What follows belongs to an exercise in optimizing a design on an open flow for small area, a short achievable clock period and few clock cycles per item; a production flow would make more cautious choices. In this exercise RTL edits were held to simulation tests only and were not proved equivalent to the original. No activity file was given, so power comes from the tool's default toggle rates.

## run.sh

```bash
#!/bin/bash
# synth_recipe.tcl (not shown) runs the flow's synth.tcl, then flattens the netlist and writes it again
# the make line also repeats each setting of config.mk as NAME=value (left out here)
make -C /OpenROAD-flow-scripts/flow DESIGN_CONFIG=/design/flow/config.mk WORK_HOME=/design/flow/orfs CLKGATE_MAP_FILE= SYNTH_SCRIPT=/design/flow/synth_recipe.tcl finish
```

## config.mk

```make
export PLATFORM = sky130hd
export DESIGN_NAME = location_stack_with_search_top
export DESIGN_NICKNAME = location_stack_with_search_top
export VERILOG_FILES = /design/flow/design.v
export SDC_FILE = /design/flow/constraint.sdc
export NUM_CORES = 4
export LEC_CHECK = 0
export ABC_CLOCK_PERIOD_IN_PS = 3000
export CAP_MARGIN = 20
export CORE_MARGIN = 2
export CORE_UTILIZATION = 40
export SETUP_SLACK_MARGIN = 4.5
export SLEW_MARGIN = 20
export SYNTH_MEMORY_MAX_BITS = 16384
```

## constraint.sdc

```tcl
create_clock -name core_clock -period 8.0 [get_ports {i_clk}]
set_input_delay 1.6000 -clock core_clock [delete_from_list [all_inputs] [get_ports {i_clk}]]
set_output_delay 1.6000 -clock core_clock [all_outputs]
set_load 0.01 [all_outputs]
```

## design.v

```verilog
`timescale 1ns / 1ps
package lsws_pkg;
    localparam int DEF_STACK_DEPTH = 256;
    localparam int DEF_COORD_BITS  = 8;
    localparam int DIR_BITS        = 3;
    localparam int ACT_BITS        = 2;
    localparam int STATUS_BITS     = 2;
    typedef enum logic [ACT_BITS-1:0] {
        ACT_PUSH   = 2'd0,
        ACT_POP    = 2'd1,
        ACT_SEARCH = 2'd2
    } t_action;
    typedef enum logic [STATUS_BITS-1:0] {
        ST_OK        = 2'd0,
        ST_OVERFLOW  = 2'd1,
        ST_UNDERFLOW = 2'd2
    } t_status;
    typedef struct packed {
        logic    push;    
        logic    pop;     
        logic    srch;
        logic    up;      
        logic    ins1;    
        t_status status;
    } t_cmd;
endpackage
`timescale 1ns / 1ps
import lsws_pkg::*;
module lsws_ctrl;
endmodule
`timescale 1ns / 1ps
import lsws_pkg::*;
module lsws_datapath #(
    parameter int STACK_DEPTH = lsws_pkg::DEF_STACK_DEPTH,
    parameter int COORD_BITS  = lsws_pkg::DEF_COORD_BITS,
    parameter int NG          = STACK_DEPTH / 16 + 1,
    localparam int CW = $clog2(STACK_DEPTH + 1),
    localparam int EW = 2 * COORD_BITS + lsws_pkg::DIR_BITS,
    localparam int NS = STACK_DEPTH + 1
) (
    input  logic                  i_clk,
    input  logic                  i_rst_n,
    input  lsws_pkg::t_cmd        i_cmd,
    input  logic [COORD_BITS-1:0] i_row,
    input  logic [COORD_BITS-1:0] i_col,
    input  logic [lsws_pkg::DIR_BITS-1:0] i_dir,
    output logic [NG-1:0]         o_ghit,
    output logic                  o_n_full,
    output logic                  o_n_empty,
    output logic                  o_n_off,
    output logic [CW-1:0]         o_count,
    output logic                  o_empty,
    output logic [EW-1:0]         o_top
);
    logic [EW-1:0]  r_slot [NS];
    logic [CW-1:0]  r_count;
    logic           r_full, r_empty, r_off;
    logic [CW-1:0]  r_end;        
    logic [EW-1:0]  din;
    logic [NS-1:0]  hit;
    logic [NS-1:0]  valid;
    logic [CW-1:0]  n_count;
    assign din = {i_row, i_col, i_dir};
    always_ff @(posedge i_clk) begin
        r_slot[0] <= i_cmd.up ? ~r_slot[1] : din;
        r_slot[1] <= i_cmd.up ? ~r_slot[2] : (i_cmd.ins1 ? ~din : ~r_slot[0]);
        r_slot[NS-1] <= i_cmd.up ? '1 : ~r_slot[NS-2];
    end
    genvar gi;
    generate
        for (gi = 2; gi < NS - 1; gi++) begin : g_slot
            always_ff @(posedge i_clk) begin
                r_slot[gi] <= i_cmd.up ? ~r_slot[gi+1] : ~r_slot[gi-1];
            end
        end
        for (gi = 0; gi < NS; gi++) begin : g_cmp
            if (gi == 0) begin : g_first
                assign valid[gi] = !r_off && !r_empty;
            end else begin : g_rest
                assign valid[gi] = (CW'(gi) < r_end);
            end
            assign hit[gi] = valid[gi] &&
                ((r_slot[gi][EW-1:DIR_BITS] ^ {(EW-DIR_BITS){1'(gi % 2)}}) == {i_row, i_col});
        end
        for (gi = 0; gi < NG; gi++) begin : g_grp
            if ((gi + 1) * 16 <= NS) begin : g_full
                assign o_ghit[gi] = |hit[gi*16 +: 16];
            end else begin : g_part
                assign o_ghit[gi] = |hit[NS-1:gi*16];
            end
        end
    endgenerate
    always_comb begin
        n_count = r_count;
        if (i_cmd.push)     n_count = r_count + CW'(1);
        else if (i_cmd.pop) n_count = r_count - CW'(1);
    end
    assign o_n_full  = i_cmd.push ? (r_count == CW'(STACK_DEPTH - 1)) :
                       (i_cmd.pop ? 1'b0 : r_full);
    assign o_n_empty = i_cmd.pop ? (r_count == CW'(1)) :
                       (i_cmd.push ? 1'b0 : r_empty);
    assign o_n_off   = (i_cmd.push || i_cmd.pop) ? r_off : !r_off;
    always_ff @(posedge i_clk) begin
        if (!i_rst_n) begin
            r_count <= '0;
            r_full  <= 1'b0;
            r_empty <= 1'b1;
            r_off   <= 1'b0;
            r_end   <= '0;
        end else begin
            r_count <= n_count;
            r_full  <= o_n_full;
            r_empty <= o_n_empty;
            r_off   <= o_n_off;
            r_end   <= i_cmd.up ? r_end - CW'(1) : r_end + CW'(1);
        end
    end
    assign o_count = r_count;
    assign o_empty = r_empty;
    assign o_top   = r_empty ? '0 : (r_off ? ~r_slot[1] : r_slot[0]);
endmodule
`timescale 1ns / 1ps
import lsws_pkg::*;
module location_stack_with_search_top #(
    parameter int STACK_DEPTH = lsws_pkg::DEF_STACK_DEPTH,
    parameter int COORD_BITS  = lsws_pkg::DEF_COORD_BITS
) (
    input  logic                   i_clk,
    input  logic                   i_rst_n,
    input  logic                   in_valid,
    output logic                   in_ready,
    input  logic [1:0]             in_action,
    input  logic [COORD_BITS-1:0]  in_loc_row,
    input  logic [COORD_BITS-1:0]  in_loc_col,
    input  logic [2:0]             in_loc_dir,
    output logic                   out_valid,
    input  logic                   out_ready,
    output logic [COORD_BITS-1:0]  out_top_row,
    output logic [COORD_BITS-1:0]  out_top_col,
    output logic [2:0]             out_top_dir,
    output logic                   out_is_empty,
    output logic                   out_found,
    output logic [$clog2(STACK_DEPTH+1)-1:0] out_entry_count,
    output logic [1:0]             out_status
);
    localparam int CW = $clog2(STACK_DEPTH + 1);
    localparam int EW = 2 * COORD_BITS + DIR_BITS;
    localparam int RW = EW + 2 + CW + STATUS_BITS;
    localparam int NG = STACK_DEPTH / 16 + 1;
    logic                   take;
    logic                   r_in_ready;
    logic                   r_v1;
    lsws_pkg::t_cmd                   r_cmd;
    logic [COORD_BITS-1:0]  r_row;
    logic [COORD_BITS-1:0]  r_col;
    logic [DIR_BITS-1:0]    r_dir;
    logic                   n_full, n_empty, n_off;
    lsws_pkg::t_cmd                   cmd;
    assign in_ready = r_in_ready;
    assign take     = in_valid && r_in_ready;
    always_comb begin
        cmd = '0;
        cmd.status = ST_OK;
        if (take) begin
            case (in_action)
                ACT_PUSH: begin
                    if (n_full) cmd.status = ST_OVERFLOW;
                    else        cmd.push   = 1'b1;
                end
                ACT_POP: begin
                    if (n_empty) cmd.status = ST_UNDERFLOW;
                    else         cmd.pop    = 1'b1;
                end
                ACT_SEARCH: cmd.srch = 1'b1;
                default: ;
            endcase
        end
        cmd.up   = cmd.pop || (!cmd.push && n_off);
        cmd.ins1 = cmd.push && n_off;
    end
    always_ff @(posedge i_clk) begin
        r_row <= in_loc_row;
        r_col <= in_loc_col;
        r_dir <= in_loc_dir;
        if (!i_rst_n) begin
            r_v1  <= 1'b0;
            r_cmd <= '0;
        end else begin
            r_v1  <= take;
            r_cmd <= cmd;
        end
    end
    logic [NG-1:0]         ghit;
    logic [CW-1:0]         count;
    logic                  empty;
    logic [EW-1:0]         top;
    lsws_datapath #(
        .STACK_DEPTH (STACK_DEPTH),
        .COORD_BITS  (COORD_BITS),
        .NG          (NG)
    ) u_datapath (
        .i_clk    (i_clk),
        .i_rst_n  (i_rst_n),
        .i_cmd    (r_cmd),
        .i_row    (r_row),
        .i_col    (r_col),
        .i_dir    (r_dir),
        .o_ghit   (ghit),
        .o_n_full (n_full),
        .o_n_empty(n_empty),
        .o_n_off  (n_off),
        .o_count  (count),
        .o_empty  (empty),
        .o_top    (top)
    );
    logic                  r_v2;
    logic                  r_srch2;
    logic [STATUS_BITS-1:0] r_st2;
    logic [NG-1:0]         r_ghit;
    logic [RW-1:0]         res;
    always_ff @(posedge i_clk) begin
        r_srch2 <= r_cmd.srch;
        r_st2   <= r_cmd.status;
        r_ghit  <= ghit;
        if (!i_rst_n) r_v2 <= 1'b0;
        else          r_v2 <= r_v1;
    end
    assign res = {top, empty, r_srch2 && (|r_ghit), count, r_st2};
    logic [RW-1:0] r_out;
    logic          r_out_valid;
    logic [RW-1:0] r_q [3];
    logic [1:0]    r_qn, r_wp, r_rp;
    logic          out_en;
    logic          from_q;
    logic          enq;
    logic          n_out_valid;
    logic [1:0]    n_qn;
    assign out_en = !r_out_valid || out_ready;
    assign from_q = (r_qn != 2'd0);
    assign enq    = r_v2 && !(out_en && !from_q);
    logic [1:0]    wp_inc, rp_inc;
    assign wp_inc = (r_wp == 2'd2) ? 2'd0 : r_wp + 2'd1;
    assign rp_inc = (r_rp == 2'd2) ? 2'd0 : r_rp + 2'd1;
    always_comb begin
        n_out_valid = r_out_valid;
        n_qn        = r_qn;
        if (out_en) begin
            n_out_valid = from_q || r_v2;
            if (from_q) n_qn = n_qn - 2'd1;
        end
        if (enq) n_qn = n_qn + 2'd1;
    end
    always_ff @(posedge i_clk) begin
        if (!i_rst_n) begin
            r_out_valid <= 1'b0;
            r_qn        <= '0;
            r_wp        <= '0;
            r_rp        <= '0;
            r_in_ready  <= 1'b1;
        end else begin
            r_out_valid <= n_out_valid;
            r_qn        <= n_qn;
            if (enq)              r_wp <= wp_inc;
            if (out_en && from_q) r_rp <= rp_inc;
            r_in_ready  <= ({2'b0, n_qn} + {3'b0, n_out_valid} + {3'b0, take} +
                            {3'b0, r_v1}) <= 4'd3;
        end
    end
    always_ff @(posedge i_clk) begin
        if (r_v2) r_q[r_wp] <= res;
        if (out_en) r_out <= from_q ? r_q[r_rp] : res;
    end
    assign {out_top_row, out_top_col, out_top_dir, out_is_empty, out_found,
            out_entry_count, out_status} = r_out;
    assign out_valid = r_out_valid;
endmodule
```

==> metrics.md, run 1 <==
| Metric | Value |
|---|---|
| Total Routing Usage GR | `22.74%` |
| Synth Instances | `17,390` |
| Routability cong. | `0.8842` |
| Worst path slowest cell | `or4_1` |
| Largest net degree at the start of global routing | `176` |
| RSZ-0062 raised after global routing | `yes` |
| Placed inst area | `0.2139 sq mm` |
| Min Clock Period, post-route | `3594 ps` |
| Clock-pin slew on the worst setup and hold paths | `60 ps` |
| Net Sw Power | `16.77 mW` |
| Post-DRT Antenna Nets | `0` |
| Worst-Margin Slew | `1389 ps` |
| Library cells used by synthesis | `79` |
| Number of enable flip-flop cells after synthesis | `128` |
| Switching Share | `27.04%` |
| Syn avg cell area | `11.93 sq um` |
| Async S/R FF share, synth | `0%` |
| CP bufs+invs | `1` |
| Delay-heaviest family, CP | `simple AND/OR/NAND/NOR gates` |
| DRC Markers | `0` |
| Initial DRC Count | `10,470` |
| HP Class | `flop to flop` |
| NumNets Final | `17,220` |
| Final Hold Viols | `0` |
| Fill count | `47,710` |
| Antenna violations before repair | `49` |
| Total core area | `0.5169 sq mm` |
| Storage element area | `0.1033 sq mm` |
| Status | `complete, no violations` |
| Pins over their slew limit | `0` |
| Clock Power Share | `41.8%` |
| Required time worst endpoint | `8960 ps` |
| Worst hold path depth | `0` |
| Syn. warnings | `3` |
| Cells along the critical path | `buf_4 > nor2b_4 > nand2_2 > nor2_2 > o21ai_0 > o32ai_1 > a21oi_1 > or4_1` |
| Drt wl/cell | `25.25 microns` |
| PortBufs | `58` |
| Ports | `59` |
| Design Area, Final | `0.2330 sq mm` |
| Die H | `724.3 microns` |
| Worst-Skew Late Latency | `1070 ps` |
| Reg2Reg Depth | `8` |
| Crit path kind | `flop to flop` |
| H-tree levels | `6` |
| Critical path peak fanout | `13` |
| Setup TNS Final | `0 ps` |
| Leak | `89.59 nW` |
| Drt total wl | `620.2 mm` |
| Tcrit/Tclk final | `44.93%` |
| WP depth | `8` |
| Synthesized Nets | `17,420` |
| Total congestion overflow | `0` |
| Layout cells sized above 1 | `7.258%` |
| Via count | `130,200` |
| PD cells | `266.2 mW/mm^2` |
| Die area | `0.5246 sq mm` |
| Hold_buf cts | `0` |
| Number of global-route vias before repair | `131,000` |
| Initial Util | `40.14%` |
| Pre-antenna DRT Iters | `6` |
| Layout area overhead | `12.29%` |
| Maximum clock path buffer count | `4` |
| Final HPWL DP | `429.3 mm` |
| Setup crit end kind | `flop` |
| Row count | `264` |
| Post-synthesis sequential area ratio | `49.72%` |
| Synth top area cells | `dfxtp_1, mux2i_1, xnor2_1` |
| Fraction of power consumed by combinational cells | `11.9%` |
| Setup crit start kind | `flop` |
| Clock Skews | `73.44 ps` |
| CTS Sinks | `5,090` |
| Multi-input gate area | `0.09867 sq mm` |
| Final setup vio count | `0` |
| Main flop type after synthesis | `dfxtp_1` |
| Yosys top cell by area | `dfxtp_1` |
| Pint | `45.25 mW` |
| Register bit total from synthesis | `5,090` |
| Root buf cell | `clkbuf_16` |
| Post-synth top cells | `dfxtp_1, mux2i_1, xnor2_1` |
| Vias per cell | `5.302` |
| Post-synth design cell area | `0.2075 sq mm` |
| CP Data Arrival Time | `4560 ps` |
| Die W | `724.3 microns` |
| Max Fclk | `278.2 MHz` |
| First-pass GRT wire length | `907.8 mm` |
| Num CTS Buffers | `554` |
| Max-cap violations | `0` |
| Most frequent cell after synthesis | `dfxtp_1` |
| Top cell type's share of synthesized area | `47.87%` |
| Sequential Power Share | `46.3%` |
| Peak supply drop | `0.2457 mV` |
| TritonCTS clock tree | `yes` |
| Crit path largest cell delay | `550 ps` |
| Slew headroom | `6.945%` |
flip-flops by register name, indices dropped and copies added, names as in the netlist, 7 cells and up, named ones only:
register,flops
r_q,96
r_row,8
r_out,32
r_col,8
r_ghit,17
r_cmd,7
u_datapath.r_end,9
u_datapath.r_slot,4883
u_datapath.r_count,9
final timing paths:
check                                  from                 to  slack (ps)
max reg2reg  u_datapath.r_end[4]$_SDFF_PN0_  r_ghit[3]$_DFF_P_        4410
min reg2reg             r_cmd[1]$_SDFF_PN0_   r_st2[1]$_DFF_P_         330
max          u_datapath.r_end[4]$_SDFF_PN0_  r_ghit[3]$_DFF_P_        4410
min                     r_cmd[1]$_SDFF_PN0_   r_st2[1]$_DFF_P_         330
cells in the final DEF, fill, tap and decap left out, drive strengths merged, types with 95 or more instances in the layout:
cell and n:
dfxtp 4962, mux2i 4880, xnor2 2154, xor2 1974
clkbuf 815, nor4 631, nand4 571, buf 283
a21oi 141, nor2 140, edfxtp 128, clkinv 113
nand2 101, nand3 95
power by group through the flow:
stage | registers, mW | clock network, mW | logic [mW]
global route | 28.9 | 27.5 | 7.75
detailed placement | 29.3 | 0 | 7.15
floorplan | 28.4 | 0 | 5.42
CTS | 28.7 | 26.4 | 7.27
global placement | 29.3 | 0 | 7.12
finish | 28.7 | 25.9 | 7.36
final cells by class:
cell class,instances,area share (%)
clock buffers,815,7.035
clock inverters,176,0.8919
flip-flops and latches,5090,44.32
well taps,6916,3.714
diodes,21,0.02255
inverters,16,0.02577
repair buffers,342,1.648
multi-input cells,11180,42.35
through the flow:
step / setup WS, ps / total power [mW] / utilization [%] / std cells / hold WS (ps)
final: 4406 / 62.03 / 45.07 / 24560 / 326.6
after global placement: 2703 / 36.41 / 41.35 / 23510 / 312.1
after floorplan: 4712 / 33.86 / - / 17390 / 309.6
after CTS: 4316 / 62.43 / 45.02 / 24530 / 325.0
after global routing: 4378 / 64.11 / 45.07 / 24540 / 332.3
after detailed placement: 3288 / 36.43 / 41.38 / 23520 / 312.8
logic make-up (layout without fill, tap and decap cells):
logic type               Yosys count  count (layout)  synth area share (%)
AO/OA/AOI/OAI                    461             461                 1.460
XOR/XNOR                        4128            4128                 17.42
adder cells (fa/ha/maj)            9               9               0.05788
buffers and inverters           1115            1349                 2.991
flip-flops                      5090            5090                 49.72
multiplexers                    4883            4883                 23.56
other                              0              21                     0
AND/OR/NAND/NOR                 1702            1702                 4.793
timing repair:
item,in CTS,in global routing
endpoints found under the setup margin,50,12
buffers inserted,20,7
pin swaps,7,0
resized for setup,73,17
cloned,1,0
metal layers:
layer	part of all wire (%)	global-route usage [%]	up-vias
met5	0.029	0	-
li1	-	-	60710
met4	3.4	7.363	28
met2	45	36.12	3554
met1	46	31.80	64930
met3	5.5	3.160	980
Testbench counts, summed over its fixed seeds: cycles 12,024, items 12,000.
==> run 2, diff against run 1 <==
--- a/config.mk
+++ b/config.mk
@@ -5,10 +5,8 @@
 export SDC_FILE = /design/flow/constraint.sdc
 export NUM_CORES = 4
 export LEC_CHECK = 0
-export ABC_CLOCK_PERIOD_IN_PS = 3000
 export CAP_MARGIN = 20
 export CORE_MARGIN = 2
 export CORE_UTILIZATION = 40
-export SETUP_SLACK_MARGIN = 4.5
 export SLEW_MARGIN = 20
 export SYNTH_MEMORY_MAX_BITS = 16384
==> metrics.md, run 2 <==
| Metric | Value |
|---|---|
| Register bit total from synthesis | `5,090 (unchanged)` |
| Number of enable flip-flop cells after synthesis | `128 (unchanged)` |
| Clock Skews | `69.07 ps (was 73.44 ps)` |
| Leak | `89.20 nW (was 89.59 nW)` |
| Worst-Margin Slew | `1333 ps (was 1389 ps)` |
| Placed inst area | `0.2139 sq mm (unchanged)` |
| Final total power | `61.95 mW (was 62.03 mW)` |
| Worst-Skew Late Latency | `1070 ps (about the same)` |
| Most flops, register | `u_datapath.r_slot (unchanged)` |
| Design Area, Final | `0.2325 sq mm (was 0.2330 sq mm)` |
| Hold_buf cts | `0 (unchanged)` |
| CP bufs+invs | `1 (unchanged)` |
| Setup TNS Final | `0 ps (unchanged)` |
| Min Clock Period, post-route | `5079 ps (was 3594 ps)` |
| Worst Hold Endpoint | `r_st2[1]$_DFF_P_ (unchanged)` |
| WHS | `324.7 ps (was 326.6 ps)` |
| Worst hold path depth | `0 (unchanged)` |
| Ports | `59 (unchanged)` |
| Die H | `724.3 microns (unchanged)` |
| Routability cong. | `0.8842 (unchanged)` |
| Max Fclk | `196.9 MHz (was 278.2 MHz)` |
| First-pass GRT wire length | `902.5 mm (was 907.8 mm)` |
| Die area | `0.5246 sq mm (unchanged)` |
| Required time worst endpoint | `8960 ps (about the same)` |
| Placed cell count | `23,520 (unchanged)` |
| Post-DRT Antenna Nets | `0 (unchanged)` |
| Layout area overhead | `12.05% (was 12.29%)` |
| Final HPWL DP | `429.3 mm (unchanged)` |
| Main flop type after synthesis | `dfxtp_1 (unchanged)` |
| Flop2flop setup slack | `2920 ps (was 4410 ps)` |
| Number of global-route vias before repair | `130,800 (was 131,000)` |
| Setup crit end kind | `flop (unchanged)` |
| Num CTS Buffers | `554 (unchanged)` |
| Syn. warnings | `3 (unchanged)` |
| RSZ-0062 raised after global routing | `no (was yes)` |
| Drt wl/cell | `25.05 microns (was 25.25 microns)` |
| Library cells used by synthesis | `79 (unchanged)` |
| Top cell type's share of synthesized area | `47.87% (unchanged)` |
| Initial DRC Count | `9,987 (was 10,470)` |
| Finished Layout Cells | `24,540 (was 24,560)` |
| Post-synthesis sequential area ratio | `49.72% (unchanged)` |
| Synthesized Nets | `17,420 (unchanged)` |
| Vias per cell | `5.297 (was 5.302)` |
| Regs by FF count | `u_datapath.r_slot x4883, r_q x96, r_out x32 (unchanged)` |
| Setup crit start kind | `flop (unchanged)` |
| Max-cap violations | `0 (unchanged)` |
| Initial Util | `40.14% (unchanged)` |
| Peak supply drop | `0.2448 mV (was 0.2457 mV)` |
| Total core area | `0.5169 sq mm (unchanged)` |
| PD cells | `266.4 mW/mm^2 (was 266.2 mW/mm^2)` |
| Fill count | `47,700 (was 47,710)` |
| Via count | `130,000 (was 130,200)` |
| Slew headroom | `11.07% (was 6.945%)` |
| Most frequent cells in the layout | `dfxtp_1, mux2i_1, xnor2_1, xor2_1, nor4_1 (unchanged)` |
| HP Start | `r_cmd[1]$_SDFF_PN0_ (unchanged)` |
| Final setup vio count | `0 (unchanged)` |
| HP Class | `flop to flop (unchanged)` |
| Yosys top cell by area | `dfxtp_1 (unchanged)` |
| Antenna violations before repair | `47 (was 49)` |
| Worst path slowest cell | `nor2b_1 (was or4_1)` |
| Most frequent cell after synthesis | `dfxtp_1 (unchanged)` |
| Reg2Reg Depth | `8 (unchanged)` |
| Synth Instances | `17,390 (unchanged)` |
| RR Endpoint | `r_ghit[3]$_DFF_P_ (unchanged)` |
| Cells along the critical path | `buf_4 > nor2b_1 > nand2_1 > nor2_1 > o21ai_0 > o32ai_1 > a21oi_1 > or4_1 (was buf_4 > nor2b_4 > nand2_2 > nor2_2 > o21ai_0 > o32ai_1 > a21oi_1 > or4_1)` |
| Post-synth top cells | `dfxtp_1, mux2i_1, xnor2_1 (unchanged)` |
| Largest net degree at the start of global routing | `176 (unchanged)` |
| Post-CTS resize count | `0 (was 73)` |
| Status | `complete, no violations (unchanged)` |
| NumNets Final | `17,190 (was 17,220)` |
| Total Routing Usage GR | `22.56% (was 22.74%)` |
| Clock-pin slew on the worst setup and hold paths | `60 ps (about the same)` |
| Crit path largest cell delay | `1040 ps (was 550 ps)` |
| TritonCTS clock tree | `yes (unchanged)` |
| Root buf cell | `clkbuf_16 (unchanged)` |
| Drt total wl | `614.9 mm (was 620.2 mm)` |
| CP Data Arrival Time | `6040 ps (was 4560 ps)` |
| Syn avg cell area | `11.93 sq um (unchanged)` |
| R2r startpoint | `u_datapath.r_end[4]$_SDFF_PN0_ (unchanged)` |
| Max reg flops | `4,883 (unchanged)` |
| Synth top area cells | `dfxtp_1, mux2i_1, xnor2_1 (unchanged)` |
| Commonest non-fill, non-tap cell in the layout | `dfxtp_1 (unchanged)` |
| Pins over their slew limit | `0 (unchanged)` |
| H-tree levels | `6 (unchanged)` |
| Maximum clock path buffer count | `4 (unchanged)` |
| Async S/R FF share, synth | `0% (unchanged)` |
| Post-synth design cell area | `0.2075 sq mm (unchanged)` |
| Crit path from | `u_datapath.r_end[4]$_SDFF_PN0_ (unchanged)` |
| Storage element area | `0.1033 sq mm (about the same)` |
| Layout cells sized above 1 | `6.997% (was 7.258%)` |
| Crit path kind | `flop to flop (unchanged)` |
| Final Hold Viols | `0 (unchanged)` |
| Pre-antenna DRT Iters | `5 (was 6)` |
| Tcrit/Tclk final | `63.48% (was 44.93%)` |
| Multi-input gate area | `0.09855 sq mm (was 0.09867 sq mm)` |
| CTS Sinks | `5,090 (unchanged)` |
| Critical path peak fanout | `24 (was 13)` |
| PortBufs | `58 (unchanged)` |
| Die W | `724.3 microns (unchanged)` |
| Post-CTS Setup Inserts | `0 (was 20)` |
| Total congestion overflow | `0 (unchanged)` |
| Delay-heaviest family, CP | `simple AND/OR/NAND/NOR gates (unchanged)` |
| Row count | `264 (unchanged)` |
| DRC Markers | `0 (unchanged)` |
## run 2: cell counts after synthesis
No cell type changed its count.
## run 2: cells by family (layout without fill, tap and decap cells)
family / after synthesis / in the layout / synth area share, %
xor gates and xnor gates: 4128 / 4128 / 17.42
muxes: 4883 / 4883 / 23.56
AOI/OAI and AO/OA: 461 / 461 / 1.460
and+or+nand+nor: 1702 / 1702 / 4.793
buffers and inverters: 1115 / 1320 / 2.991
other: 0 / 32 / 0
adders and majority gates: 9 / 9 / 0.05788
DFF: 5090 / 5090 / 49.72
## run 2: layer usage
metal,share of wire (%),vias to the layer above,global-route usage (%)
li1,-,60640,-
met1,46,64920,31.44
met2,45,3471,35.87
met3,5.5,925,3.202
met4,3.2,26,7.385
met5,0.029,-,0
## run 2: per-stage QoR
stage | util (%) | setup WS [ps]
final | 44.98 | 2921
after global routing | 44.97 | 3109
after CTS | 44.95 | 3281
after detailed placement | 41.38 | 3288
after global placement | 41.35 | 2703
after floorplan | - | 4712
## run 2: layout make-up
class / count / area share (%)
Antenna cell: 32 / 0.03444
Clock buffer: 815 / 7.050
Clock inverter: 176 / 0.8938
Inverter: 16 / 0.02583
Multi-Input combinational cell: 11180 / 42.38
Sequential cell: 5090 / 44.40
Tap cell: 6916 / 3.721
Timing Repair Buffer: 313 / 1.488
## run 2: how the worst max path moves through the flow
stage                                endpoint  slack (ps)  cells past startpoint
after floorplan           r_q[0][0]$_DFFE_PP_        4710                      1
after global placement      r_ghit[5]$_DFF_P_        2700                      7
after detailed placement    r_ghit[3]$_DFF_P_        3290                      8
after CTS                   r_ghit[3]$_DFF_P_        3280                      8
after global routing        r_ghit[3]$_DFF_P_        3110                      8
final                       r_ghit[3]$_DFF_P_        2920                      8
## run 2: worst reg2reg max path, cell delays in order, from the launching register on
cell,delay (ps)
dfxtp_4,740
buf_4,500
nor2b_1,1050
nand2_1,680
nor2_1,610
o21ai_0,290
o32ai_1,330
a21oi_1,210
or4_1,550
## run 2: power breakdown
| group | leakage (nW) | internal [mW] | switching [mW] | total, mW |
|---|---|---|---|---|
| clock | 9.12 | 15.2 | 10.7 | 25.9 |
| sequential | 43.0 | 26.9 | 1.80 | 28.7 |
| combinational | 37.1 | 3.06 | 4.21 | 7.27 |
==> run 3, diff against run 2 <==
--- a/design.v
+++ b/design.v
@@ -56,6 +56,10 @@
     logic [CW-1:0]  r_count;
     logic           r_full, r_empty, r_off;
     logic [CW-1:0]  r_end;        
+    logic [CW-1:0]  n_end;
+    localparam int NH = NS / 16 + 1;
+    logic [NH-1:0]  r_end_lt_h, r_end_eq_h;
+    logic [15:0]    r_end_lt_l;
     logic [EW-1:0]  din;
     logic [NS-1:0]  hit;
     logic [NS-1:0]  valid;
@@ -77,7 +81,8 @@
             if (gi == 0) begin : g_first
                 assign valid[gi] = !r_off && !r_empty;
             end else begin : g_rest
-                assign valid[gi] = (CW'(gi) < r_end);
+                assign valid[gi] = r_end_lt_h[gi / 16] ||
+                                   (r_end_eq_h[gi / 16] && r_end_lt_l[gi % 16]);
             end
             assign hit[gi] = valid[gi] &&
                 ((r_slot[gi][EW-1:DIR_BITS] ^ {(EW-DIR_BITS){1'(gi % 2)}}) == {i_row, i_col});
@@ -95,6 +100,7 @@
         if (i_cmd.push)     n_count = r_count + CW'(1);
         else if (i_cmd.pop) n_count = r_count - CW'(1);
     end
+    assign n_end = i_cmd.up ? r_end - CW'(1) : r_end + CW'(1);
     assign o_n_full  = i_cmd.push ? (r_count == CW'(STACK_DEPTH - 1)) :
                        (i_cmd.pop ? 1'b0 : r_full);
     assign o_n_empty = i_cmd.pop ? (r_count == CW'(1)) :
@@ -112,7 +118,22 @@
             r_full  <= o_n_full;
             r_empty <= o_n_empty;
             r_off   <= o_n_off;
-            r_end   <= i_cmd.up ? r_end - CW'(1) : r_end + CW'(1);
+            r_end   <= n_end;
+        end
+    end
+    always_ff @(posedge i_clk) begin
+        for (int h = 0; h < NH; h++) begin
+            if (!i_rst_n) begin
+                r_end_lt_h[h] <= 1'b0;
+                r_end_eq_h[h] <= (h == 0);
+            end else begin
+                r_end_lt_h[h] <= (CW'(h) < CW'(n_end[CW-1:4]));
+                r_end_eq_h[h] <= (CW'(h) == CW'(n_end[CW-1:4]));
+            end
+        end
+        for (int l = 0; l < 16; l++) begin
+            if (!i_rst_n) r_end_lt_l[l] <= 1'b0;
+            else          r_end_lt_l[l] <= (4'(l) < n_end[3:0]);
         end
     end
     assign o_count = r_count;
--- a/config.mk
+++ b/config.mk
@@ -7,6 +7,8 @@
 export LEC_CHECK = 0
 export CAP_MARGIN = 20
 export CORE_MARGIN = 2
-export CORE_UTILIZATION = 40
+export CORE_UTILIZATION = 55
+export PLACE_DENSITY = 0.65
+export SETUP_SLACK_MARGIN = 5
 export SLEW_MARGIN = 20
 export SYNTH_MEMORY_MAX_BITS = 16384
==> metrics.md, run 3 <==
| Metric | Value |
|---|---|
| Row count | `225 (was 264)` |
| CTS Sinks | `5,137 (was 5,090)` |
| HP Class | `flop to flop (unchanged)` |
| Most frequent cells in the layout | `dfxtp_1, mux2i_1, xor2_1, xnor2_1, nor4_1 (was dfxtp_1, mux2i_1, xnor2_1, xor2_1, nor4_1)` |
| Final Util | `62.06% (was 44.98%)` |
| Yosys top cell by area | `dfxtp_1 (unchanged)` |
| Die H | `618.1 microns (was 724.3 microns)` |
| Post-synth top cells | `dfxtp_1, mux2i_1, xor2_1 (was dfxtp_1, mux2i_1, xnor2_1)` |
| Max Fclk | `310.8 MHz (was 196.9 MHz)` |
| Fraction of power consumed by combinational cells | `12.6% (was 11.7%)` |
| CP Data Arrival Time | `1620 ps (was 6040 ps)` |
| PortBufs | `58 (unchanged)` |
| Required time worst endpoint | `6400 ps (was 8960 ps)` |
| Library cells used by synthesis | `52 (was 79)` |
| Num CTS Buffers | `553 (was 554)` |
| Drt wl/cell | `25.08 microns (was 25.05 microns)` |
| Layout cells sized above 1 | `7.598% (was 6.997%)` |
| Syn. warnings | `3 (unchanged)` |
| Min Clock Period, post-route | `3218 ps (was 5079 ps)` |
| Die W | `618.1 microns (was 724.3 microns)` |
| Setup crit start kind | `flop (unchanged)` |
| First-pass GRT wire length | `852.4 mm (was 902.5 mm)` |
| Pint | `45.97 mW (was 45.22 mW)` |
| CP bufs+invs | `1 (unchanged)` |
| Setup crit end kind | `primary output (was flop)` |
| Initial Util | `55.23% (was 40.14%)` |
| Async S/R FF share, synth | `0% (unchanged)` |
| Worst path slowest cell | `edfxtp_1 (was nor2b_1)` |
| Multi-input gate area | `0.09922 sq mm (was 0.09855 sq mm)` |
| Most frequent cell after synthesis | `dfxtp_1 (unchanged)` |
| Total core area | `0.3755 sq mm (was 0.5169 sq mm)` |
| Storage element area | `0.1042 sq mm (was 0.1033 sq mm)` |
| Antenna violations before repair | `17 (was 47)` |
| Top cell type's share of synthesized area | `48.35% (was 47.87%)` |
| Synthesized Nets | `17,680 (was 17,420)` |
| Routability cong. | `0.8732 (was 0.8842)` |
| Largest net degree at the start of global routing | `151 (was 176)` |
| Sequential Power Share | `46.9% (was 46.4%)` |
| Max reg flops | `4,883 (unchanged)` |
| Total congestion overflow | `0 (unchanged)` |
| Post-synth design cell area | `0.2074 sq mm (was 0.2075 sq mm)` |
| Finished Layout Cells | `22,880 (was 24,540)` |
| Leak | `90.79 nW (was 89.20 nW)` |
| Placed inst area | `0.2121 sq mm (was 0.2139 sq mm)` |
| Cells along the critical path | `buf_2 (was buf_4 > nor2b_1 > nand2_1 > nor2_1 > o21ai_0 > o32ai_1 > a21oi_1 > or4_1)` |
| Number of enable flip-flop cells after synthesis | `128 (unchanged)` |
| Design Area, Final | `0.2330 sq mm (was 0.2325 sq mm)` |
| TritonCTS clock tree | `yes (unchanged)` |
| Placed cell count | `21,790 (was 23,520)` |
| Max-cap violations | `0 (unchanged)` |
| H-tree levels | `6 (unchanged)` |
| Fill count | `30,820 (was 47,700)` |
| Net Sw Power | `17.36 mW (was 16.74 mW)` |
| Worst-Skew Late Latency | `1030 ps (was 1070 ps)` |
| Setup TNS Final | `0 ps (unchanged)` |
| Clock Skews | `35.14 ps (was 69.07 ps)` |
| Clock Power Share | `40.5% (was 41.9%)` |
| Register bit total from synthesis | `5,137 (was 5,090)` |
| Root buf cell | `clkbuf_16 (unchanged)` |
| Crit path largest cell delay | `450 ps (was 1040 ps)` |
| Hold_buf cts | `0 (unchanged)` |
| Pins over their slew limit | `0 (unchanged)` |
| Tcrit/Tclk final | `40.22% (was 63.48%)` |
| Clock-pin slew on the worst setup and hold paths | `60 ps (about the same)` |
| Initial DRC Count | `9,821 (was 9,987)` |
| Main flop type after synthesis | `dfxtp_1 (unchanged)` |
| Pre-antenna DRT Iters | `5 (unchanged)` |
| Maximum clock path buffer count | `4 (unchanged)` |
| Final Hold Viols | `0 (unchanged)` |
| Final HPWL DP | `380.7 mm (was 429.3 mm)` |
| Number of global-route vias before repair | `129,600 (was 130,800)` |
| Drt total wl | `573.8 mm (was 614.9 mm)` |
| RSZ-0062 raised after global routing | `yes (was no)` |
| Ports | `59 (unchanged)` |
| Regs by FF count | `u_datapath.r_slot x4883, r_q x96, r_out x32 (unchanged)` |
| Most flops, register | `u_datapath.r_slot (unchanged)` |
| Post-DRT Antenna Nets | `0 (unchanged)` |
| Synth Instances | `17,640 (was 17,390)` |
| Post-synthesis sequential area ratio | `50.20% (was 49.72%)` |
| Delay-heaviest family, CP | `flip-flops (was simple AND/OR/NAND/NOR gates)` |
| Final setup vio count | `0 (unchanged)` |
| Slew headroom | `27.20% (was 11.07%)` |
| Crit path kind | `flop to primary output (was flop to flop)` |
| Switching Share | `27.41% (was 27.01%)` |
| Vias per cell | `5.683 (was 5.297)` |
| Worst-Margin Slew | `1092 ps (was 1333 ps)` |
| PD cells | `271.7 mW/mm^2 (was 266.4 mW/mm^2)` |
| Syn avg cell area | `11.76 sq um (was 11.93 sq um)` |
| Total Routing Usage GR | `28.97% (was 22.56%)` |
| Die area | `0.3820 sq mm (was 0.5246 sq mm)` |
| Peak supply drop | `0.2365 mV (was 0.2448 mV)` |
| Layout area overhead | `12.37% (was 12.05%)` |
| Commonest non-fill, non-tap cell in the layout | `dfxtp_1 (unchanged)` |
| DRC Markers | `0 (unchanged)` |
| NumNets Final | `17,490 (was 17,190)` |
| Synth top area cells | `dfxtp_1, mux2i_1, xor2_1 (was dfxtp_1, mux2i_1, xnor2_1)` |
| Status | `complete, no violations (unchanged)` |
| Via count | `130,000 (about the same)` |
| Critical path peak fanout | `1 (was 24)` |
-- run 3: logic make-up after synthesis --
family | after synthesis | share of synthesized area, %
multiplexers | 4915 | 23.73
buffers and inverters | 1157 | 2.333
AND/OR/NAND/NOR | 1896 | 5.168
AO/OA/AOI/OAI | 386 | 0.9930
adder cells (fa/ha/maj) | 16 | 0.1038
XOR/XNOR | 4135 | 17.47
flip-flops | 5137 | 50.20
-- run 3: power by group through the flow --
stage               Clock, mW  Sequential [mW]  Combinational, mW
global route             27.1             29.8               8.50
finish                   25.6             29.7               7.97
global placement            0             30.2               7.38
CTS                      26.1             29.7               7.71
detailed placement          0             30.2               7.44
floorplan                   0             28.8               5.89
-- run 3: layer usage --
layer | wire length, microns | global-route usage [%] | vias up | part of all wire, %
li1 | - | - | 61300 | -
met1 | 270500 | 41.40 | 64700 | 47
met2 | 256200 | 45.49 | 3137 | 45
met3 | 28350 | 3.519 | 879 | 4.9
met4 | 18640 | 9.321 | 10 | 3.2
met5 | 68 | 0 | - | 0.012
-- run 3: cell type report --
type	instances	share of cell area [%]
clock buffer	831	7.131
tap	4994	2.681
multi-input combinational	11350	42.58
timing repair buffer	374	2.105
clock inverter	148	0.7071
inverter	33	0.05369
antenna	13	0.01396
sequential	5137	44.73
-- run 3: metrics by stage --
stage / worst slack [ps] / hold slack, ps / total power [mW]
detailed placement: 3970 / 312.1 / 37.66
floorplan: 4671 / 309.6 / 34.66
CTS: 4653 / 327.0 / 63.44
global placement: 3856 / 311.2 / 37.60
global route: 4718 / 330.0 / 65.40
finish: 4782 / 326.6 / 63.33
-- run 3: worst paths after layout --
check / start / to / slack (ps) / cells past startpoint
worst min register to register: r_cmd[1]$_SDFF_PN0_ / r_st2[1]$_DFF_P_ / 330 / 0
worst max-delay path: r_out[23]$_DFFE_PN_ / out_top_col[7] / 4780 / 1
worst min-delay path: r_cmd[1]$_SDFF_PN0_ / r_st2[1]$_DFF_P_ / 330 / 0
worst max register to register: r_cmd[3]$_SDFF_PN0_ / u_datapath.r_end_eq_h[10]$_SDFF_PN0_ / 4940 / 11
-- run 3: repair_timing --
| item | in CTS | in global routing |
|---|---|---|
| setup endpoints to repair | 2648 | 949 |
| setup buffers | 35 | 36 |
| cloned | 13 | 10 |
| gates resized for setup | 304 | 118 |
| pin swaps | 4 | 15 |
Testbench counts of run 3, summed over its fixed seeds: cycles 12,024, items 12,000.
==> run 4, diff against run 3 <==
--- a/design.v
+++ b/design.v
@@ -20,6 +20,7 @@
         logic    pop;     
         logic    srch;
         logic    up;      
+        logic    dn;      
         logic    ins1;    
         t_status status;
     } t_cmd;
@@ -65,16 +66,19 @@
     logic [NS-1:0]  valid;
     logic [CW-1:0]  n_count;
     assign din = {i_row, i_col, i_dir};
-    always_ff @(posedge i_clk) begin
-        r_slot[0] <= i_cmd.up ? ~r_slot[1] : din;
-        r_slot[1] <= i_cmd.up ? ~r_slot[2] : (i_cmd.ins1 ? ~din : ~r_slot[0]);
-        r_slot[NS-1] <= i_cmd.up ? '1 : ~r_slot[NS-2];
+    logic [EW-1:0]  src1;        
+    assign src1 = i_cmd.ins1 ? din : r_slot[0];
+    always_ff @(posedge i_clk) begin
+        r_slot[0]    <= ~((r_slot[1] | {EW{i_cmd.dn}}) & (~din | {EW{i_cmd.up}}));
+        r_slot[1]    <= ~((r_slot[2] | {EW{i_cmd.dn}}) & (src1 | {EW{i_cmd.up}}));
+        r_slot[NS-1] <= ~({EW{i_cmd.dn}} & (r_slot[NS-2] | {EW{i_cmd.up}}));
     end
     genvar gi;
     generate
         for (gi = 2; gi < NS - 1; gi++) begin : g_slot
             always_ff @(posedge i_clk) begin
-                r_slot[gi] <= i_cmd.up ? ~r_slot[gi+1] : ~r_slot[gi-1];
+                r_slot[gi] <= ~((r_slot[gi+1] | {EW{i_cmd.dn}}) &
+                                (r_slot[gi-1] | {EW{i_cmd.up}}));
             end
         end
         for (gi = 0; gi < NS; gi++) begin : g_cmp
@@ -197,6 +201,7 @@
             endcase
         end
         cmd.up   = cmd.pop || (!cmd.push && n_off);
+        cmd.dn   = !cmd.up;
         cmd.ins1 = cmd.push && n_off;
     end
     always_ff @(posedge i_clk) begin
@@ -205,7 +210,8 @@
         r_dir <= in_loc_dir;
         if (!i_rst_n) begin
             r_v1  <= 1'b0;
-            r_cmd <= '0;
+            r_cmd    <= '0;
+            r_cmd.dn <= 1'b1;
         end else begin
             r_v1  <= take;
             r_cmd <= cmd;
@@ -247,30 +253,18 @@
         else          r_v2 <= r_v1;
     end
     assign res = {top, empty, r_srch2 && (|r_ghit), count, r_st2};
+    logic [RW-1:0] r_q0, r_q1, r_q2, r_q3;
+    logic [RW-1:0] n_head;
     logic [RW-1:0] r_out;
     logic          r_out_valid;
-    logic [RW-1:0] r_q [3];
-    logic [1:0]    r_qn, r_wp, r_rp;
-    logic          out_en;
-    logic          from_q;
-    logic          enq;
-    logic          n_out_valid;
-    logic [1:0]    n_qn;
-    assign out_en = !r_out_valid || out_ready;
-    assign from_q = (r_qn != 2'd0);
-    assign enq    = r_v2 && !(out_en && !from_q);
-    logic [1:0]    wp_inc, rp_inc;
-    assign wp_inc = (r_wp == 2'd2) ? 2'd0 : r_wp + 2'd1;
-    assign rp_inc = (r_rp == 2'd2) ? 2'd0 : r_rp + 2'd1;
-    always_comb begin
-        n_out_valid = r_out_valid;
-        n_qn        = r_qn;
-        if (out_en) begin
-            n_out_valid = from_q || r_v2;
-            if (from_q) n_qn = n_qn - 2'd1;
-        end
-        if (enq) n_qn = n_qn + 2'd1;
-    end
+    logic [2:0]    r_qn;
+    logic [1:0]    r_wp, r_rp;
+    logic          deq;
+    logic [1:0]    n_rp;
+    logic [2:0]    n_qn;
+    assign deq  = r_out_valid && out_ready;
+    assign n_rp = r_rp + {1'b0, deq};
+    assign n_qn = r_qn + {2'b0, r_v2} - {2'b0, deq};
     always_ff @(posedge i_clk) begin
         if (!i_rst_n) begin
             r_out_valid <= 1'b0;
@@ -279,17 +273,28 @@
             r_rp        <= '0;
             r_in_ready  <= 1'b1;
         end else begin
-            r_out_valid <= n_out_valid;
+            r_out_valid <= (n_qn != 3'd0);
             r_qn        <= n_qn;
-            if (enq)              r_wp <= wp_inc;
-            if (out_en && from_q) r_rp <= rp_inc;
-            r_in_ready  <= ({2'b0, n_qn} + {3'b0, n_out_valid} + {3'b0, take} +
-                            {3'b0, r_v1}) <= 4'd3;
-        end
-    end
-    always_ff @(posedge i_clk) begin
-        if (r_v2) r_q[r_wp] <= res;
-        if (out_en) r_out <= from_q ? r_q[r_rp] : res;
+            r_rp        <= n_rp;
+            if (r_v2) r_wp <= r_wp + 2'd1;
+            r_in_ready  <= ({1'b0, n_qn} + {3'b0, take} + {3'b0, r_v1}) <= 4'd3;
+        end
+    end
+    always_comb begin
+        case (n_rp)
+            2'd0:    n_head = r_q0;
+            2'd1:    n_head = r_q1;
+            2'd2:    n_head = r_q2;
+            default: n_head = r_q3;
+        endcase
+        if (r_v2 && r_wp == n_rp) n_head = res;
+    end
+    always_ff @(posedge i_clk) begin
+        if (r_v2 && r_wp == 2'd0) r_q0 <= res;
+        if (r_v2 && r_wp == 2'd1) r_q1 <= res;
+        if (r_v2 && r_wp == 2'd2) r_q2 <= res;
+        if (r_v2 && r_wp == 2'd3) r_q3 <= res;
+        r_out <= n_head;
     end
     assign {out_top_row, out_top_col, out_top_dir, out_is_empty, out_found,
             out_entry_count, out_status} = r_out;
--- a/config.mk
+++ b/config.mk
@@ -8,6 +8,9 @@
 export CAP_MARGIN = 20
 export CORE_MARGIN = 2
 export CORE_UTILIZATION = 55
+export CTS_BUF_LIST = sky130_fd_sc_hd__clkbuf_16
+export CTS_CLUSTER_DIAMETER = 70
+export CTS_CLUSTER_SIZE = 24
 export PLACE_DENSITY = 0.65
 export SETUP_SLACK_MARGIN = 5
 export SLEW_MARGIN = 20
==> metrics.md, run 4 <==
| Metric | Value |
|---|---|
| Initial Util | `55.24% (was 55.23%)` |
| Pre-antenna DRT Iters | `6 (was 5)` |
| Total Routing Usage GR | `29.38% (was 28.97%)` |
| Setup crit start kind | `flop (unchanged)` |
| Post-synthesis compound-gate area fraction | `16.74% (was 0.9930%)` |
| Mux cell area share after synthesis | `0.6468% (was 23.73%)` |
| Setup crit end kind | `primary output (unchanged)` |
| Routability cong. | `0.8801 (was 0.8732)` |
| Setup TNS Final | `0 ps (unchanged)` |
| Final HPWL DP | `349.2 mm (was 380.7 mm)` |
| Worst setup margin | `4941 ps (was 4782 ps)` |
| Worst-Margin Slew | `1259 ps (was 1092 ps)` |
| Post-DRT Antenna Nets | `0 (unchanged)` |
| Final Hold Viols | `0 (unchanged)` |
| Syn avg cell area | `10.64 sq um (was 11.76 sq um)` |
| Library cells used by synthesis | `64 (was 52)` |
| Number of enable flip-flop cells after synthesis | `128 (unchanged)` |
| Most flops, register | `u_datapath.r_slot (unchanged)` |
| Crit path kind | `flop to primary output (unchanged)` |
| Hold_buf cts | `0 (unchanged)` |
| Die W | `596.2 microns (was 618.1 microns)` |
| Yosys top cell by area | `dfxtp_1 (unchanged)` |
| Required time worst endpoint | `6400 ps (about the same)` |
| Via count | `139,600 (was 130,000)` |
| H-tree levels | `5 (was 6)` |
| Number of global-route vias before repair | `130,800 (was 129,600)` |
| Layout area overhead | `5.878% (was 12.37%)` |
| Max-cap violations | `0 (unchanged)` |
| Final setup vio count | `0 (unchanged)` |
| Max reg flops | `4,883 (unchanged)` |
| Syn. warnings | `3 (unchanged)` |
| Initial DRC Count | `15,710 (was 9,821)` |
| CP Data Arrival Time | `1460 ps (was 1620 ps)` |
| Root buf cell | `clkbuf_16 (unchanged)` |
| Clock Skews | `59.28 ps (was 35.14 ps)` |
| Reg2Reg Depth | `7 (was 11)` |
| Post-synth design cell area | `0.1929 sq mm (was 0.2074 sq mm)` |
| WP depth | `1 (unchanged)` |
| R2r startpoint | `r_row[2]$_DFF_P_ (was r_cmd[3]$_SDFF_PN0_)` |
| Total congestion overflow | `0 (unchanged)` |
| Fill count | `29,900 (was 30,820)` |
| Post-synth top cells | `dfxtp_1, o22ai_1, xor2_1 (was dfxtp_1, mux2i_1, xor2_1)` |
| Synth Area in XOR/XNOR | `18.79% (was 17.47%)` |
| DRC Markers | `0 (unchanged)` |
| Final total power | `91.19 mW (was 63.33 mW)` |
| Num CTS Buffers | `278 (was 553)` |
| Peak supply drop | `0.2804 mV (was 0.2365 mV)` |
| Synth top area cells | `dfxtp_1, o22ai_1, xor2_1 (was dfxtp_1, mux2i_1, xor2_1)` |
| Most frequent cells in the layout | `dfxtp_1, o22ai_1, xor2_1, xnor2_1, nor4_1 (was dfxtp_1, mux2i_1, xor2_1, xnor2_1, nor4_1)` |
| Placed inst area | `0.1942 sq mm (was 0.2121 sq mm)` |
| PortBufs | `58 (unchanged)` |
| Drt total wl | `551.5 mm (was 573.8 mm)` |
| NumNets Final | `17,110 (was 17,490)` |
| Die area | `0.3554 sq mm (was 0.3820 sq mm)` |
| Die H | `596.2 microns (was 618.1 microns)` |
| RSZ-0062 raised after global routing | `yes (unchanged)` |
| Antenna violations before repair | `16 (was 17)` |
| Synth Instances | `18,120 (was 17,640)` |
| CP bufs+invs | `1 (unchanged)` |
| Row count | `217 (was 225)` |
| Worst hold path depth | `0 (unchanged)` |
| Register bit total from synthesis | `5,169 (was 5,137)` |
| Synthesized Nets | `18,170 (was 17,680)` |
| Top cell type's share of synthesized area | `52.33% (was 48.35%)` |
| Flop2flop setup slack | `4960 ps (was 4940 ps)` |
| Main combinational cell family by area after synthesis | `XOR/XNOR gates (was multiplexers)` |
| Clock-pin slew on the worst setup and hold paths | `80 ps (was 60 ps)` |
| Design Area, Final | `0.2042 sq mm (was 0.2330 sq mm)` |
| Slew headroom | `15.98% (was 27.20%)` |
| Worst path slowest cell | `dfxtp_4 (was edfxtp_1)` |
| Maximum clock path buffer count | `4 (unchanged)` |
| Post-synthesis simple-gate area fraction | `5.341% (was 5.168%)` |
| Drt wl/cell | `25.28 microns (was 25.08 microns)` |
| Place WS | `3462 ps (was 3970 ps)` |
| Status | `complete, no violations (unchanged)` |
| Critical path peak fanout | `1 (unchanged)` |
| HP Class | `flop to flop (unchanged)` |
| TritonCTS clock tree | `yes (unchanged)` |
| Largest net degree at the start of global routing | `249 (was 151)` |
| Crit path largest cell delay | `390 ps (was 450 ps)` |
| Crit path from | `r_out[11]$_DFF_P_ (was r_out[23]$_DFFE_PN_)` |
| Finished Layout Cells | `21,820 (was 22,880)` |
| Placed cell count | `21,330 (was 21,790)` |
| Adder-cell share of the synthesized area | `0.1570% (was 0.1038%)` |
| Worst-Skew Late Latency | `980 ps (was 1030 ps)` |
| CTS Sinks | `5,169 (was 5,137)` |
| PD cells | `446.6 mW/mm^2 (was 271.7 mW/mm^2)` |
| Min Clock Period, post-route | `3059 ps (was 3218 ps)` |
| Tcrit/Tclk final | `38.24% (was 40.22%)` |
| Pins over their slew limit | `0 (unchanged)` |
| Post-synthesis sequential area ratio | `54.32% (was 50.20%)` |
| Main flop type after synthesis | `dfxtp_1 (unchanged)` |
| Max Fclk | `326.9 MHz (was 310.8 MHz)` |
| Critical Path End | `out_found (was out_top_col[7])` |
| Ports | `59 (unchanged)` |
| Cells along the critical path | `clkbuf_2 (was buf_2)` |
| Vias per cell | `6.399 (was 5.683)` |
| RR Endpoint | `r_ghit[3]$_DFF_P_ (was u_datapath.r_end_eq_h[10]$_SDFF_PN0_)` |
| Total core area | `0.3492 sq mm (was 0.3755 sq mm)` |
| Async S/R FF share, synth | `0% (unchanged)` |
| First-pass GRT wire length | `828.0 mm (was 852.4 mm)` |
| Layout cells sized above 1 | `4.950% (was 7.598%)` |
| Most frequent cell after synthesis | `dfxtp_1 (unchanged)` |
| Delay-heaviest family, CP | `flip-flops (unchanged)` |
| Commonest non-fill, non-tap cell in the layout | `dfxtp_1 (unchanged)` |
| Leak | `72.63 nW (was 90.79 nW)` |
run 4: cell count changes after synthesis, sizes merged, moves of 32 or more:
cell / change
a21oi: -36
buf: -202
clkbuf: +735
dfxtp: +32
mux2i: -4876
mux4: +32
nand2: -44
nor2: -47
o22ai: +4865
run 4: cell families (layout without fill, tap and decap cells):
kind of cell | count (synthesis) | count (layout)
compound gates | 5208 | 5208
fa+ha+maj | 23 | 23
simple gates | 1784 | 1785
other cells | 0 | 6
mux | 81 | 81
xor+xnor | 4135 | 4135
buf+inv | 1720 | 810
flops | 5169 | 5169
run 4: worst min-delay path by stage:
stage	from	end
final	r_cmd[5]$_SDFF_PN0_	r_srch2$_DFF_P_
after detailed placement	r_cmd[5]$_SDFF_PN0_	r_srch2$_DFF_P_
after global routing	r_cmd[5]$_SDFF_PN0_	r_srch2$_DFF_P_
after global placement	r_cmd[1]$_SDFF_PN0_	r_st2[1]$_DFF_P_
after floorplan	r_cmd[5]$_SDFF_PN0_	r_srch2$_DFF_P_
after CTS	r_cmd[5]$_SDFF_PN0_	r_srch2$_DFF_P_
run 4: metal layers:
layer	wire length [microns]	up-vias	GRT usage, %
li1	-	64980	-
met1	254000	69330	42.89
met2	247000	4341	45.34
met3	31410	923	3.440
met4	18900	22	9.261
met5	152	-	0
run 4: what timing repair did:
action | 4_1_cts | 5_1_grt
gates cloned | 7 | 1
resized for setup | 271 | 43
setup buffers | 25 | 26
pin swaps | 1 | 0
setup endpoints to repair | 1108 | 695
run 4: cell type report:
| cell class | count | area [sq um] | area share [%] |
|---|---|---|---|
| multi-input combinational | 11230 | 80570 | 39.46 |
| timing repair buffer | 322 | 4228 | 2.070 |
| antenna | 6 | 15.01 | 0.007353 |
| clock buffer | 286 | 7157 | 3.505 |
| inverter | 63 | 236.5 | 0.1158 |
| clock inverter | 139 | 1318 | 0.6452 |
| sequential | 5169 | 104900 | 51.38 |
| tap | 4599 | 5754 | 2.818 |
run 4: where the power goes:
group / switching, mW / leakage (nW) / total [mW] / internal [mW]
Clock: 8.85 / 4.25 / 15.8 / 6.98
Sequential: 14.1 / 43.7 / 52.4 / 38.3
Combinational: 10.9 / 24.7 / 23.0 / 12.1
run 4: metrics by stage:
stage	hold slack, ps	util [%]
6_report	335.4	58.48
5_1_grt	343.4	58.48
4_1_cts	341.2	58.31
3_5_place_dp	314.7	55.60
3_3_place_gp	312.7	55.60
2_1_floorplan	309.6	-
Testbench counts of run 4, summed over its fixed seeds: cycles 12,024, items 12,000.
==> run 5, diff against run 4 <==
--- a/config.mk
+++ b/config.mk
@@ -7,11 +7,11 @@
 export LEC_CHECK = 0
 export CAP_MARGIN = 20
 export CORE_MARGIN = 2
-export CORE_UTILIZATION = 55
+export CORE_UTILIZATION = 68
 export CTS_BUF_LIST = sky130_fd_sc_hd__clkbuf_16
 export CTS_CLUSTER_DIAMETER = 70
 export CTS_CLUSTER_SIZE = 24
-export PLACE_DENSITY = 0.65
+export PLACE_DENSITY = 0.76
 export SETUP_SLACK_MARGIN = 5
 export SLEW_MARGIN = 20
 export SYNTH_MEMORY_MAX_BITS = 16384
==> metrics.md, run 5 <==
| Metric | Value |
|---|---|
| Drt total wl | `544.9 mm (was 551.5 mm)` |
| Number of global-route vias before repair | `133,300 (was 130,800)` |
| Storage element area | `0.1049 sq mm (about the same)` |
| TritonCTS clock tree | `yes (unchanged)` |
| Worst setup margin | `4936 ps (was 4941 ps)` |
| Async S/R FF share, synth | `0% (unchanged)` |
| Row count | `195 (was 217)` |
| Max reg flops | `4,883 (unchanged)` |
| Antenna violations before repair | `9 (was 16)` |
| PD cells | `443.5 mW/mm^2 (was 446.6 mW/mm^2)` |
| Gr busiest metal | `met2 (unchanged)` |
| Largest net degree at the start of global routing | `248 (was 249)` |
| Pins over their slew limit | `0 (unchanged)` |
| Layout area overhead | `4.703% (was 5.878%)` |
| Place WS | `3142 ps (was 3462 ps)` |
| Die W | `536.6 microns (was 596.2 microns)` |
| Worst path slowest cell | `dfxtp_4 (unchanged)` |
| NumNets Final | `17,090 (was 17,110)` |
| Peak supply drop | `0.3031 mV (was 0.2804 mV)` |
| Syn. warnings | `3 (unchanged)` |
| Synth Instances | `18,120 (unchanged)` |
| Routability cong. | `0.9036 (was 0.8801)` |
| Fill count | `20,850 (was 29,900)` |
| Switching Share | `37.16% (was 37.07%)` |
| CP Data Arrival Time | `1460 ps (about the same)` |
| Met2 global-route usage | `55.03% (was 45.34%)` |
| Clock-pin slew on the worst setup and hold paths | `100 ps (was 80 ps)` |
| Yosys top cell by area | `dfxtp_1 (unchanged)` |
| Drt wl/cell | `26.12 microns (was 25.28 microns)` |
| Net Sw Power | `33.29 mW (was 33.80 mW)` |
| CP bufs+invs | `1 (unchanged)` |
| Post-synth design cell area | `0.1929 sq mm (unchanged)` |
| CTS Sinks | `5,169 (unchanged)` |
| Final Hold Viols | `0 (unchanged)` |
| Clock Skews | `32.33 ps (was 59.28 ps)` |
| Post-DRT Antenna Nets | `0 (unchanged)` |
| First-pass GRT wire length | `813.1 mm (was 828.0 mm)` |
| Sequential Power Share | `58.6% (was 57.5%)` |
| Fraction of power consumed by combinational cells | `25.8% (was 25.2%)` |
| H-tree levels | `4 (was 5)` |
| Setup crit end kind | `primary output (unchanged)` |
| RSZ-0062 raised after global routing | `yes (unchanged)` |
| Max-cap violations | `0 (unchanged)` |
| Delay-heaviest family, CP | `flip-flops (unchanged)` |
| Setup TNS Final | `0 ps (unchanged)` |
| GR Util met1 | `49.97% (was 42.89%)` |
| Vias per cell | `6.844 (was 6.399)` |
| Ports | `59 (unchanged)` |
| Status | `complete, no violations (unchanged)` |
| Tcrit/Tclk final | `38.30% (was 38.24%)` |
| Worst-Skew Late Latency | `990 ps (was 980 ps)` |
| Crit path from | `r_out[27]$_DFF_P_ (was r_out[11]$_DFF_P_)` |
| Register bit total from synthesis | `5,169 (unchanged)` |
| Pre-antenna DRT Iters | `8 (was 6)` |
| Synth top area cells | `dfxtp_1, o22ai_1, xor2_1 (unchanged)` |
| PortBufs | `58 (unchanged)` |
| Syn avg cell area | `10.64 sq um (unchanged)` |
| Most frequent cells in the layout | `dfxtp_1, o22ai_1, xor2_1, xnor2_1, nor4_1 (unchanged)` |
| Required time worst endpoint | `6400 ps (about the same)` |
| HP Start | `r_cmd[0]$_SDFF_PN0_ (was r_cmd[5]$_SDFF_PN0_)` |
| Post-synthesis sequential area ratio | `54.32% (unchanged)` |
| Via count | `142,800 (was 139,600)` |
| Post-synth top cells | `dfxtp_1, o22ai_1, xor2_1 (unchanged)` |
| R2r startpoint | `r_row[6]$_DFF_P_ (was r_row[2]$_DFF_P_)` |
| Final HPWL DP | `336.1 mm (was 349.2 mm)` |
| Main flop type after synthesis | `dfxtp_1 (unchanged)` |
| Cells along the critical path | `buf_6 (was clkbuf_2)` |
| Multi-input gate area | `0.08069 sq mm (was 0.08057 sq mm)` |
| Critical path peak fanout | `1 (unchanged)` |
| Root buf cell | `clkbuf_16 (unchanged)` |
| Total congestion overflow | `0 (unchanged)` |
| Crit path kind | `flop to primary output (unchanged)` |
| Layout cells sized above 1 | `4.500% (was 4.950%)` |
| Total Routing Usage GR | `35.68% (was 29.38%)` |
| Maximum clock path buffer count | `4 (unchanged)` |
| Synthesized Nets | `18,170 (unchanged)` |
| HP Class | `flop to flop (unchanged)` |
| Worst-Margin Slew | `1250 ps (was 1259 ps)` |
| Num CTS Buffers | `244 (was 278)` |
| Leak | `72.02 nW (was 72.63 nW)` |
| Initial Util | `68.32% (was 55.24%)` |
| Final setup vio count | `0 (unchanged)` |
| Pint | `56.28 mW (was 57.39 mW)` |
| Met3 usage | `5.607% (was 3.440%)` |
| Library cells used by synthesis | `64 (unchanged)` |
| Max Fclk | `326.4 MHz (was 326.9 MHz)` |
| Die area | `0.2879 sq mm (was 0.3554 sq mm)` |
| Total core area | `0.2823 sq mm (was 0.3492 sq mm)` |
| Setup crit start kind | `flop (unchanged)` |
| WHS | `333.0 ps (was 335.4 ps)` |
| Slew headroom | `16.64% (was 15.98%)` |
| Top cell type's share of synthesized area | `52.33% (unchanged)` |
| Number of enable flip-flop cells after synthesis | `128 (unchanged)` |
| Crit path largest cell delay | `370 ps (was 390 ps)` |
| Die H | `536.6 microns (was 596.2 microns)` |
| Most frequent cell after synthesis | `dfxtp_1 (unchanged)` |
| Clock Power Share | `15.6% (was 17.4%)` |
| Most flops, register | `u_datapath.r_slot (unchanged)` |
| DRC Markers | `0 (unchanged)` |
| Min Clock Period, post-route | `3064 ps (was 3059 ps)` |
| Commonest non-fill, non-tap cell in the layout | `dfxtp_1 (unchanged)` |
| Initial DRC Count | `17,590 (was 15,710)` |
-- run 5: final timing paths --
check / cells after the start / slack (ps) / to
setup / recovery: 1 / 4940 / out_top_row[3]
hold / removal: 0 / 330 / r_st2[0]$_DFF_P_
setup reg to reg: 7 / 4940 / r_ghit[7]$_DFF_P_
hold reg to reg: 0 / 330 / r_st2[0]$_DFF_P_
-- run 5: cell type report --
type	count	share of cell area, %
Antenna cell	5	0.006196
Clock buffer	250	3.098
Clock inverter	70	0.2757
Inverter	63	0.1171
Multi-Input combinational cell	11230	39.96
Sequential cell	5169	51.94
Tap cell	3743	2.319
Timing Repair Buffer	328	2.283
-- run 5: timing repair --
item / CTS / global route
resized for setup: 282 / 57
gates cloned: 11 / 8
pin swaps: 1 / 0
hold buffers: 0 / 0
setup buffers: 40 / 23
hold endpoints to repair: 0 / 0
endpoints found under the setup margin: 3020 / 1138
-- run 5: layer usage --
layer | share of wire [%] | wire length (microns) | up-vias
li1 | - | - | 64770
met1 | 42 | 230700 | 70540
met2 | 45 | 244300 | 6197
met3 | 8.1 | 43940 | 1249
met4 | 4.7 | 25870 | 8
met5 | 0.011 | 58 | -
-- run 5: kinds of logic after synthesis --
kind of cell             count (synthesis)  synth area share [%]
AND/OR/NAND/NOR                       1784                 5.341
AO/OA/AOI/OAI                         5208                 16.74
buffers and inverters                 1720                 4.006
adder cells (fa/ha/maj)                 23                0.1570
multiplexers                            81                0.6468
flip-flops                            5169                 54.32
XOR/XNOR                              4135                 18.79
-- run 5: power by group through the flow --
stage	Combinational (mW)	Clock, mW	Sequential [mW]
floorplan	18.5	0	47.0
global placement	21.5	0	52.1
detailed placement	22.3	0	52.3
CTS	22.7	14.1	51.8
global route	25.1	15.0	53.4
finish	23.1	14.0	52.5
-- run 5: metrics by stage --
step                      util (%)  total power [mW]  instances  cell area (sq um)
after CTS                    71.27             88.50      20820             201200
after global placement       68.36             73.60      20450             193000
after detailed placement     68.36             74.53      20450             193000
after global routing         71.53             93.47      20860             201900
final                        71.53             89.57      20860             201900
after floorplan                  -             65.55      18120             192900

-- static timing again, ports no longer ideal --
No port has a modelled driver above. Below, the same layouts with a new extraction and two added sets of constraints. Step 1 sets driving cells, clkbuf_16 on the clock port and buf_2 on the other inputs (assumed; they add their load-dependent delay and slew). Step 2 times the ports against the registers' clock, not the clock port: input delays grow and output delays shrink by t, the midpoint of the rising clock arrivals with the driver on. Three values: no drivers, after step 1, after step 2; two values: the first two.
| run | shift t [ns] | setup WS [ns] | worst hold slack (ns) | latest minus earliest clock arrival (ns) | slew at the worst register clock pin (ns) |
|---|---|---|---|---|---|
| run 1 | 1.163 | 4.406 / 4.406 / 4.247 | 0.327 / 0.327 / 0.327 | 0.091 / 0.091 | 0.07 / 0.07 |
| run 2 | 1.159 | 2.921 / 2.921 / 2.921 | 0.325 / 0.325 / 0.325 | 0.086 / 0.087 | 0.07 / 0.07 |
| run 3 | 1.120 | 4.782 / 4.675 / 4.070 | 0.327 / 0.327 / 0.327 | 0.045 / 0.046 | 0.07 / 0.07 |
| run 4 | 1.049 | 4.941 / 4.836 / 4.096 | 0.335 / 0.335 / 0.335 | 0.064 / 0.064 | 0.10 / 0.10 |
| run 5 | 1.089 | 4.936 / 4.821 / 4.107 | 0.333 / 0.333 / 0.333 | 0.042 / 0.041 | 0.10 / 0.10 |
After both steps setup and hold are still met in every run listed. For run 4, which loses most, drivers alone change the setup slack by -0.105 ns; drivers and shift together by -0.845 ns.
